This design comes from an exercise in tuning for small area on the open sky130 flow, not from production work.
In this exercise RTL edits were held to simulation tests only and were not proved equivalent to the original.
Power and IR drop assume default switching activity.

Setup of run A:
## cpu_top
module cpu_top (
    input  logic        clk,
    input  logic        reset,
    output logic [9:0]  instr_addr,
    input  logic [17:0] instr_data,
    output logic [9:0]  mem_addr,
    output logic [17:0] mem_wdata,
    output logic        mem_we,
    output logic        mem_re,
    input  logic [17:0] mem_rdata
);
For scale: ~710 cells after synthesis, ~330 flip-flops, about 78 I/O pins, roughly 8600 um2 of cells after synthesis.
Settings: LEC_CHECK=0, ABC_AREA=1, CAP_MARGIN=20, CORE_MARGIN=2, CORE_UTILIZATION=40, SLEW_MARGIN=20; clock period 8.0 ns.
standard.sh (not shown) runs the stock make flow with config.mk's settings and CLKGATE_MAP_FILE= SYNTH_SCRIPT=/design/flow/synth_recipe.tcl, a recipe that flattens the netlist after the stock synthesis.
==> flow/flow/run.sh <==
#!/bin/bash
# The standard layout (standard.sh) with three changes:
# - synthesis maps the logic with an area-oriented ABC script (flow/abc_area.script)
#   in place of ORFS's; everything else in synthesis is unchanged;
# - the port buffers use the smallest buffer cell;
# - the clock tree uses the given buffers and clustering, without dummy loads.
set -euo pipefail
rm -rf synth_scripts
cp -r "$FLOW_HOME/scripts" synth_scripts
cp flow/abc_area.script synth_scripts/abc_area.script
SCRIPTS_DIR="$PWD/synth_scripts" bash standard.sh synth > run_synth.log 2>&1
export BUFFER_PORTS_ARGS="-buffer_cell sky130_fd_sc_hd__buf_1"
export CTS_ARGS="-sink_clustering_enable -repair_clock_nets -dont_use_dummy_load -buf_list sky130_fd_sc_hd__clkbuf_8 -sink_clustering_size 20 -sink_clustering_max_diameter 80"
bash standard.sh > run_standard.log 2>&1
==> flow/flow/abc_area.script <==
strash
dch -f
map -a
strash
dch -f
map -a
topo
Edits applied to the flow inputs when going from run A to run B:
-- flow/flow/run.sh --
<<< run A, line 12
export BUFFER_PORTS_ARGS="-buffer_cell sky130_fd_sc_hd__buf_1"
export CTS_ARGS="-sink_clustering_enable -repair_clock_nets -dont_use_dummy_load -buf_list sky130_fd_sc_hd__clkbuf_8 -sink_clustering_size 20 -sink_clustering_max_diameter 80"
bash standard.sh > run_standard.log 2>&1
>>> run B, line 12
export BUFFER_PORTS_ARGS="-buffer_cell sky130_fd_sc_hd__buf_1"
export CTS_ARGS="-sink_clustering_enable -repair_clock_nets -dont_use_dummy_load -buf_list sky130_fd_sc_hd__clkbuf_8 -sink_clustering_size 16 -sink_clustering_max_diameter 60"
bash standard.sh > run_standard.log 2>&1
==> flow/flow/abc_area.script <==
strash
balance
rewrite
refactor
balance
rewrite
rewrite -z
balance
refactor -z
rewrite -z
balance
dch -f
map -a
topo
==> comparison <==
- NOTE: total power in run B exceeds that of run A
- Run B against run A; inverter count is down by a little under 10%.
- In the flow results for run B and run A, the met2 wire length is smaller on run A.
- Taking run A as the reference point, the total leakage power of run B rises by 0.068 nW.
- The overall die width of run A and that of run B are within noise of each other.
- Run B against run A: placed wire-length estimate now larger, peak supply drop comparable, slew at the pin closest to its max-slew limit now larger.
Input changes introduced in run C (baseline for comparison: run B):
==> flow/flow/abc_area.script <==
strash
dch
map -a
topo
Results
Busiest layer in global routing: met2 -> run C, met1 -> run B. Compared run C against run B; share of final layout cell area taken by clock buffers and inverters within noise. Run C vs. run B: global-route wire length before repair shows an increase of 1.4%; last weighted congestion value of the routability-driven placer shows an increase of about 2.4%; number of buffers other than clock buffers in the final layout shows an increase of about 1.3%; area after synthesis shows no meaningful change. Post-synthesis adder-cell area fraction of run B is on par with run C. Summary — number of instances in the synthesized netlist, run C relative to run B: lower, by about 1%.
> inputs changed (run C -> run D)
-- flow/flow/run.sh --
<<< run C, line 12
export BUFFER_PORTS_ARGS="-buffer_cell sky130_fd_sc_hd__buf_1"
export CTS_ARGS="-sink_clustering_enable -repair_clock_nets -dont_use_dummy_load -buf_list sky130_fd_sc_hd__clkbuf_8 -sink_clustering_size 16 -sink_clustering_max_diameter 60"
bash standard.sh > run_standard.log 2>&1
>>> run D, line 12
export BUFFER_PORTS_ARGS="-buffer_cell sky130_fd_sc_hd__buf_1"
export CTS_ARGS="-sink_clustering_enable -repair_clock_nets -dont_use_dummy_load -buf_list sky130_fd_sc_hd__clkbuf_8 -sink_clustering_size 20 -sink_clustering_max_diameter 80"
bash standard.sh > run_standard.log 2>&1
Notes after the runs:
- Summary of run D over run C: detailed-route wire length shows no meaningful change, number of cells after detailed placement shows no meaningful change.
- From run D to run C, total DRC errors in the routed layout did not move at all.
- Re number of antenna violations at the first check in global routing: no difference whatsoever between run C and run D.
- From run C to run D the numbers moved as follows: met2 usage in global routing -0.34 points, core footprint has remained practically unchanged.

Another version of the RTL of cpu_top (not shown whole).
Size in the first run: about 900 cells after synthesis, roughly 330 flip-flops, roughly 9600 um^2 of cells after synthesis.
clock: 8.0 ns
lec_check: 0
abc_area: 1
cap_margin: 20
core_margin: 2
core_utilization: 40
cts_buf_list: sky130_fd_sc_hd__clkbuf_4
slew_margin: 20
run.sh (not shown) runs the stock make flow with config.mk's settings and CLKGATE_MAP_FILE= SYNTH_SCRIPT=/design/flow/synth_recipe.tcl, a recipe that flattens the netlist after the stock synthesis.
Stock flow here: none of the scripts above is used.
The baseline passed the timing, design-rule and antenna checks.
Next try:
--- a/flow/config.mk
+++ b/flow/config.mk
@@ -6,8 +6,6 @@
 export NUM_CORES = 4
 export LEC_CHECK = 0
-export ABC_AREA = 1
 export CAP_MARGIN = 20
 export CORE_MARGIN = 2
 export CORE_UTILIZATION = 40
-export CTS_BUF_LIST = sky130_fd_sc_hd__clkbuf_4
 export SLEW_MARGIN = 20
=> Flip-flop and latch count stays the same; cell area rises by a few percent; register-to-register slack got worse by 700 ps; hold slack gains 39 ps; worst setup slack got worse by 700 ps; count of clock-buffer cells in the layout came out lower by 73; clock skew came out lower by 39 ps; cell count goes down by a little under a tenth; combinational power came out higher by a few percent; wire length rose by about a fifth.

Setup of P:
cpu_top with an RTL version that a note above also has.
Size in the first run: ~710 cells after synthesis, roughly 330 flip-flops, about 8600 um^2 of cells after synthesis.
clock: 8.0 ns
lec_check: 0
abc_area: 1
cap_margin: 20
core_margin: 2
core_utilization: 40
slew_margin: 20
standard.sh (not shown) runs the stock make flow with config.mk's settings and CLKGATE_MAP_FILE= SYNTH_SCRIPT=/design/flow/synth_recipe.tcl, a recipe that flattens the netlist after the stock synthesis.
==> flow/flow/run.sh <==
#!/bin/bash
# The standard layout (standard.sh) with three changes:
# - synthesis maps the logic with an area-oriented ABC script (flow/abc_area.script)
#   in place of ORFS's; everything else in synthesis is unchanged;
# - the port buffers use the smallest buffer cell;
# - the clock tree uses the given buffers and clustering, without dummy loads.
set -euo pipefail
rm -rf synth_scripts
cp -r "$FLOW_HOME/scripts" synth_scripts
cp flow/abc_area.script synth_scripts/abc_area.script
SCRIPTS_DIR="$PWD/synth_scripts" bash standard.sh synth > run_synth.log 2>&1
export BUFFER_PORTS_ARGS="-buffer_cell sky130_fd_sc_hd__buf_1"
export CTS_ARGS="-sink_clustering_enable -repair_clock_nets -dont_use_dummy_load -buf_list sky130_fd_sc_hd__clkbuf_8 -sink_clustering_size 20 -sink_clustering_max_diameter 50"
bash standard.sh > run_standard.log 2>&1
==> flow/flow/abc_area.script <==
strash
dch
map -a
topo
Relative to P, the following input files were edited for Q:
==> flow/flow/run.sh <==
#!/bin/bash
# The standard layout (standard.sh) with three changes:
# - synthesis maps all logic, adders included, with an area-oriented ABC script
#   (flow/abc_area.script) in place of ORFS's adder cells and ABC script;
#   everything else in synthesis is unchanged;
# - the port buffers use the smallest buffer cell;
# - the clock tree uses the given buffers and clustering, without dummy loads.
set -euo pipefail
rm -rf synth_scripts
cp -r "$FLOW_HOME/scripts" synth_scripts
cp flow/abc_area.script synth_scripts/abc_area.script
ADDER_MAP_FILE= SCRIPTS_DIR="$PWD/synth_scripts" bash standard.sh synth > run_synth.log 2>&1
export BUFFER_PORTS_ARGS="-buffer_cell sky130_fd_sc_hd__buf_1"
export CTS_ARGS="-sink_clustering_enable -repair_clock_nets -dont_use_dummy_load -buf_list sky130_fd_sc_hd__clkbuf_8 -sink_clustering_size 20 -sink_clustering_max_diameter 80"
bash standard.sh > run_standard.log 2>&1
==> flow/flow/abc_area.script <==
strash
dch -f
map -a
strash
dch -f
map -a
topo
Results
- Q went all the way through synthesis, placement and routing and the layout is clean on timing, DRC and antenna.
- Q vs P, net switching power of the design went down by about 5%.
- [compare] base=P new=Q: die area fell about 1.3%, worst setup slack rose 440 ps, clock network power share fell 1.3 points, final routed wirelength across all metal layers fell 210 um.
- Q vs P: total stage count of the critical path down in Q
- On post-synthesis xor/xnor area fraction: between Q and P, it ends up higher for P.
- Between Q and P, it is Q whose sequential cell fraction of total power is higher, by 1.5 points.
- Compared with P, Q shows a higher gate count after technology mapping.
Input changes introduced in R (baseline for comparison: Q):
==> flow/flow/run.sh <==
#!/bin/bash
# The standard layout (standard.sh) with three changes:
# - synthesis maps the logic with an area-oriented ABC script (flow/abc_area.script)
#   in place of ORFS's; everything else in synthesis is unchanged;
# - the port buffers use the smallest buffer cell;
# - the clock tree uses the given buffers and clustering, without dummy loads.
set -euo pipefail
rm -rf synth_scripts
cp -r "$FLOW_HOME/scripts" synth_scripts
cp flow/abc_area.script synth_scripts/abc_area.script
SCRIPTS_DIR="$PWD/synth_scripts" bash standard.sh synth > run_synth.log 2>&1
export BUFFER_PORTS_ARGS="-buffer_cell sky130_fd_sc_hd__buf_1"
export CTS_ARGS="-sink_clustering_enable -repair_clock_nets -dont_use_dummy_load -buf_list sky130_fd_sc_hd__clkbuf_8 -sink_clustering_size 19 -sink_clustering_max_diameter 80"
bash standard.sh > run_standard.log 2>&1
==> flow/flow/abc_area.script <==
strash
dch
map -a
topo
==> summary.txt <==
Compared with Q, R shows design area that has gone up slightly. Final setup slack of the worst path (R over Q): decrease, 470 ps. Summary of the comparison: per-instance average area after synthesis is higher in R, relative to Q. R vs Q — global routing met3 resource utilization dropped 0.21 points.

separate check: timing with driven ports:
In the flow no input, the clock included, has a driving cell. The finished layouts below were timed again as built, in two steps. Step 1, drivers: a clkbuf_16 drives clk and a buf_2 each remaining input, both assumed. Step 2 adds t to the input delays and takes it off the output delays; t is the mean of the earliest and latest rising clock arrival at the registers after step 1. Input paths then give back, and output paths get back, about the clock's delay inside the block. Three values: ideal, step 1, step 2; two values: the first two.
run | t, ns | setup WS [ns] | worst setup path after step 2 | slew at the worst register clock pin (ns) | worst data-port slew with drivers (ns)
run A | 0.559 | 2.690 / 2.667 / 2.667 | input to output | 0.12 / 0.12 | 0.06
run B | 0.541 | 2.301 / 2.281 / 2.281 | input to output | 0.10 / 0.10 | 0.04
run C | 0.538 | 2.358 / 2.339 / 2.339 | input to output | 0.10 / 0.10 | 0.06
run D | 0.545 | 2.361 / 2.342 / 2.342 | input to output | 0.12 / 0.12 | 0.06
the first run of note 2 | 0.702 | 2.095 / 2.067 / 2.067 | input to output | 0.07 / 0.07 | 0.04
the second run of note 2 | 0.577 | 1.390 / 1.364 / 1.364 | input to output | 0.07 / 0.07 | 0.06
P | 0.557 | 2.394 / 2.375 / 2.375 | input to output | 0.11 / 0.11 | 0.06
Q | 0.547 | 2.837 / 2.818 / 2.818 | input to output | 0.12 / 0.12 | 0.04
R | 0.555 | 2.366 / 2.347 / 2.347 | input to output | 0.12 / 0.12 | 0.06
After both steps every run listed still meets setup and hold. The setup slack of the first run of note 2, which loses most, moves by -0.028 ns with the drivers and by -0.028 ns with both steps.
